Source: an optimization exercise on an open RTL-to-GDS flow (aim: small area and a short achievable clock period). Production flows keep margins and buffers that such runs may drop.
Where RTL was checked, it was by simulation tests only, not by an equivalence proof against the original.

==> inputs of v5 <==
// mac_sequencer
module mac_sequencer #(
    parameter int ADDR_W = 21,
    parameter int CNT_W  = 4,
    parameter int STRIDE = 8,
    parameter int DATA_W = 64
) (
    input  logic                      clk,
    input  logic                      rst_n,
    input  logic                      start,
    input  logic [ADDR_W-1:0]         start_addr,
    input  logic [CNT_W-1:0]          start_count,
    output logic                      busy,
    output logic [ADDR_W+CNT_W:0]     mir,
    output logic                      mem_req,
    output logic [ADDR_W-1:0]         mem_addr,
    input  logic                      mem_ack,
    input  logic [DATA_W-1:0]         mem_rdata,
    output logic [DATA_W-1:0]         acc_out,
    output logic                      done
);
    logic                 busy_q, req_q, mac_q, done_q;
    logic                 valid_q;
    logic [ADDR_W-1:0]    addr_q;
    logic [CNT_W-1:0]     count_q;
    logic [63:0]          acc_q;
    logic                 last;
    assign last = (count_q == CNT_W'(1));
  ...
==> flow/config.mk <==
export PLATFORM = sky130hd
export DESIGN_NAME = mac_sequencer
export DESIGN_NICKNAME = mac_sequencer
export VERILOG_FILES = /design/flow/design.v
export SDC_FILE = /design/flow/constraint.sdc
export NUM_CORES = 4
export LEC_CHECK = 0
export ABC_AREA = 1
export CAP_MARGIN = 20
export CORE_MARGIN = 2
export CORE_UTILIZATION = 40
export CTS_CLUSTER_DIAMETER = 80
export CTS_CLUSTER_SIZE = 24
export SLEW_MARGIN = 20
export SYNTH_HIERARCHICAL = 1
export SYNTH_MINIMUM_KEEP_SIZE = 0
==> flow/constraint.sdc <==
create_clock -name core_clock -period 10.0 [get_ports {clk}]
set_input_delay 2.0000 -clock core_clock [delete_from_list [all_inputs] [get_ports {clk}]]
set_output_delay 2.0000 -clock core_clock [all_outputs]
set_load 0.01 [all_outputs]
standard.sh (not shown) runs the stock make flow with config.mk's settings and CLKGATE_MAP_FILE= SYNTH_SCRIPT=/design/flow/synth_recipe.tcl, a recipe that flattens the netlist after the stock synthesis.
==> flow/flow/run.sh <==
#!/bin/bash
# The standard ORFS layout (standard.sh), with the smallest buffer on the ports
# (buffer_ports -buffer_cell), and repair_timing aiming for a few tenths of a ns more
# setup slack than the standard flow's setting allows, to cover the routed parasitics.
set -uo pipefail
bash standard.sh SETUP_SLACK_MARGIN=5.3 'BUFFER_PORTS_ARGS=-buffer_cell sky130_fd_sc_hd__buf_1' finish > make_finish.log 2>&1
==> v34 (differences from v5) <==
==> flow/flow/run.sh (replaced) <==
#!/bin/bash
# The standard ORFS layout (standard.sh), with the smallest buffer on the ports
# (buffer_ports -buffer_cell), and repair_timing aiming for a few tenths of a ns more
# setup slack than the standard flow's setting allows, to cover the routed parasitics.
set -uo pipefail
bash standard.sh SETUP_SLACK_MARGIN=5.45 'BUFFER_PORTS_ARGS=-buffer_cell sky130_fd_sc_hd__buf_1' finish > make_finish.log 2>&1
- CORE_UTILIZATION: 40 -> 50
- CTS_CLUSTER_DIAMETER: 80 -> 100
- CTS_CLUSTER_SIZE: 24 -> 30
==> run summary <==
Routing
The routed layout has 26810 vias.

Placed design
Summing all placed instances gives a cell area of 0.0324 mm².

Final layout
The post-route non-filler standard cell count is 4008. 2252 cells are multi-input combinational gates.

Worst setup path
The critical path crosses 19 cells after its start point. The startpoint kind of the worst setup timing path is a flip-flop. The largest single stage delay on the critical path is 0.61 ns. The cell depth of the worst flop-to-flop path is 19.

Status
The flow ran to the end and the layout has no timing, DRC or antenna violations.
-- figures above: v34

==> run summary <==
Status
The run finished with no timing, DRC or antenna violations.

Final layout
The number of multi-input combinational cells in the layout is 2243. The post-route non-filler standard cell count is 4151.

Worst setup path
The cell depth of the worst flop-to-flop path is 17. The endpoint of the lowest-slack register-to-register path is acc_q[51]. The number of cells on the critical path is 10. STA classifies the critical path startpoint as an input port. On the worst path, the slowest cell contributes a delay of 0.60 ns.

Routing
The via count is 24324. The wire length on met2 is 48.3 mm.

Placed design
The post-detailed-placement cell area is 0.0326 mm².

Logic synthesis
The mux share of post-synthesis cell area is 0%.
-- figures above: v5


---

==> run H: inputs <==
Starting RTL as in the previous note.
Settings: LEC_CHECK=0, ABC_AREA=1, CAP_MARGIN=20, CORE_MARGIN=2, CORE_UTILIZATION=40, CTS_CLUSTER_DIAMETER=100, CTS_CLUSTER_SIZE=30, GPL_ROUTABILITY_DRIVEN=0, SLEW_MARGIN=20, SYNTH_HIERARCHICAL=1, SYNTH_MINIMUM_KEEP_SIZE=0; clock period 10.0 ns.
==> flow/flow/run.sh <==
#!/bin/bash
# The standard ORFS layout (standard.sh), with the smallest buffer on the ports
# (buffer_ports -buffer_cell), and repair_timing aiming for a few tenths of a ns more
# setup slack than the standard flow's setting allows, to cover the routed parasitics.
set -uo pipefail
bash standard.sh SETUP_SLACK_MARGIN=5.3 'BUFFER_PORTS_ARGS=-buffer_cell sky130_fd_sc_hd__buf_1' finish > make_finish.log 2>&1
==> inputs of run G, as changes to run H <==
--- a/flow/design.v
+++ b/flow/design.v
@@ -73,24 +73,31 @@
     logic [31:0] a_m;
     logic [32:0] bx;
     logic [15:0] neg, one, two;
     logic [32:0] pp [16];
     logic [63:0] acc_sum;
     logic [206:0] ps_q;
     assign a_m = mem_rdata[63:32];
     assign bx  = {mem_rdata[31:0], 1'b0};
+    logic [1:0] onex [16];
+    logic [1:0] twox [16];
+    for (genvar j = 0; j < 16; j++) begin : g_enc
+        for (genvar k = 0; k < 2; k++) begin : g_copy
+            mac_benc u_enc (.b2(bx[2*j+2]), .b1(bx[2*j+1]), .b0(bx[2*j]), .one(onex[j][k]), .two(twox[j][k]));
+        end
+    end
     always_comb begin
         for (int j = 0; j < 16; j++) begin
             neg[j] = bx[2*j+2];
-            one[j] = bx[2*j+1] ^ bx[2*j];
-            two[j] = (bx[2*j+2] & ~bx[2*j+1] & ~bx[2*j]) | (~bx[2*j+2] & bx[2*j+1] & bx[2*j]);
-            pp[j][0] = (one[j] & a_m[0]) ^ neg[j];
+            one[j] = onex[j][0];
+            two[j] = twox[j][0];
+            pp[j][0] = (onex[j][0] & a_m[0]) ^ neg[j];
             for (int i = 1; i < 33; i++)
-                pp[j][i] = ((one[j] & a_m[i < 32 ? i : 31]) | (two[j] & a_m[i-1])) ^ neg[j];
+                pp[j][i] = ((onex[j][i / 17] & a_m[i < 32 ? i : 31]) | (twox[j][i / 17] & a_m[i-1])) ^ neg[j];
         end
     end
     logic s1;
     logic k2;
     logic s3;
     logic k4;
     logic s5;
     logic k6;
@@ -2621,8 +2628,18 @@
     input  logic a,
     input  logic b,
     output logic s,
     output logic co
 );
     assign s  = a ^ b;
     assign co = a & b;
 endmodule
+module mac_benc (
+    input  logic b2,
+    input  logic b1,
+    input  logic b0,
+    output logic one,
+    output logic two
+);
+    assign one = b1 ^ b0;
+    assign two = (b2 & ~b1 & ~b0) | (~b2 & b1 & b0);
+endmodule
==> flow/flow/run.sh (replaced) <==
#!/bin/bash
# The standard ORFS layout (standard.sh), with the smallest buffer on the ports
# (buffer_ports -buffer_cell), and repair_timing aiming for a few tenths of a ns more
# setup slack than the standard flow's setting allows, to cover the routed parasitics.
set -uo pipefail
bash standard.sh SETUP_SLACK_MARGIN=5.45 'BUFFER_PORTS_ARGS=-buffer_cell sky130_fd_sc_hd__buf_1' finish > make_finish.log 2>&1
GPL_ROUTABILITY_DRIVEN = not set   (was 0)
==> inputs of run K, as changes to run H <==
--- a/flow/design.v
+++ b/flow/design.v
@@ -73,24 +73,31 @@
     logic [31:0] a_m;
     logic [32:0] bx;
     logic [15:0] neg, one, two;
     logic [32:0] pp [16];
     logic [63:0] acc_sum;
     logic [206:0] ps_q;
     assign a_m = mem_rdata[63:32];
     assign bx  = {mem_rdata[31:0], 1'b0};
+    logic [1:0] onex [16];
+    logic [1:0] twox [16];
+    for (genvar j = 0; j < 16; j++) begin : g_enc
+        for (genvar k = 0; k < 2; k++) begin : g_copy
+            mac_benc u_enc (.b2(bx[2*j+2]), .b1(bx[2*j+1]), .b0(bx[2*j]), .one(onex[j][k]), .two(twox[j][k]));
+        end
+    end
     always_comb begin
         for (int j = 0; j < 16; j++) begin
             neg[j] = bx[2*j+2];
-            one[j] = bx[2*j+1] ^ bx[2*j];
-            two[j] = (bx[2*j+2] & ~bx[2*j+1] & ~bx[2*j]) | (~bx[2*j+2] & bx[2*j+1] & bx[2*j]);
-            pp[j][0] = (one[j] & a_m[0]) ^ neg[j];
+            one[j] = onex[j][0];
+            two[j] = twox[j][0];
+            pp[j][0] = (onex[j][0] & a_m[0]) ^ neg[j];
             for (int i = 1; i < 33; i++)
-                pp[j][i] = ((one[j] & a_m[i < 32 ? i : 31]) | (two[j] & a_m[i-1])) ^ neg[j];
+                pp[j][i] = ((onex[j][i / 17] & a_m[i < 32 ? i : 31]) | (twox[j][i / 17] & a_m[i-1])) ^ neg[j];
         end
     end
     logic s1;
     logic k2;
     logic s3;
     logic k4;
     logic s5;
     logic k6;
@@ -2621,8 +2628,18 @@
     input  logic a,
     input  logic b,
     output logic s,
     output logic co
 );
     assign s  = a ^ b;
     assign co = a & b;
 endmodule
+module mac_benc (
+    input  logic b2,
+    input  logic b1,
+    input  logic b0,
+    output logic one,
+    output logic two
+);
+    assign one = b1 ^ b0;
+    assign two = (b2 & ~b1 & ~b0) | (~b2 & b1 & b0);
+endmodule
GPL_ROUTABILITY_DRIVEN = not set   (was 0)
==> comparison table <==
item                                                             run G           run H           run K
Outcome                                                 finished clean  finished clean  finished clean
Total area of sequential cells                            0.006502 mm2    0.006505 mm2    0.006505 mm2
Routability congestion estimate from global placement           0.9254               -          0.9254
Area delta synth->final                                         12.27%          10.26%          8.999%
Met2 WL post-DR                                               46.27 mm        48.20 mm        45.24 mm
Sequential portion of the cell area                             18.16%          18.96%          18.71%
Non-clock buffering overhead                                    6.530%          5.008%          4.517%
Met1 wire length                                              40.53 mm        39.04 mm        40.46 mm
Post-layout min period                                        4.551 ns        4.695 ns        4.660 ns
Routed vias                                                      24900           24280           24390
Avg Cell Area, Syn                                           9.899 um2       10.13 um2       9.899 um2
Number of instances in the synthesized netlist                    3222            3072            3222
Global-route usage over all layers                              23.98%          25.47%          23.86%
Count of plain and timing-repair buffers in the layout             344             292             281
Cells after DPL                                                   4264            4080            4264
Startpoint of the worst setup timing path                 mem_rdata[3]   mem_rdata[25]    mem_rdata[1]
Non-filler instance count after layout                            4384            4141            4319
Only the layout flow was run in run G and run K; the RTL was not checked for function there.

-- port drivers added, routing unchanged --
No port has a modelled driver above. Below, the same layouts with a new extraction and two added sets of constraints. Step 1 sets driving cells, clkbuf_16 on the clock port and buf_2 on the other inputs (assumed; they add their load-dependent delay and slew). Step 2, shift: input delay + t, output delay - t, t = (earliest + latest rising clock arrival at the registers) / 2. This alone moves slack from input paths to output paths. Slacks: no drivers / after step 1 / after step 2; pairs: no drivers / after step 1.
| run | t (ns) | slack for setup (ns) | pins driven straight from the clock port |
|---|---|---|---|
| v5 | 0.651 | 5.289 / 5.327 / 4.676 | 1 |
| v34 | 0.620 | 5.390 / 5.390 / 4.827 | 1 |
| run H | 0.645 | 5.305 / 5.350 / 4.705 | 1 |
| run G | 0.639 | 5.449 / 5.456 / 4.817 | 1 |
| run K | 0.639 | 5.340 / 5.368 / 4.729 | 1 |
After both steps setup and hold are still met in every run listed. For run G, which loses most, drivers alone change the setup slack by +0.007 ns; drivers and shift together by -0.632 ns.
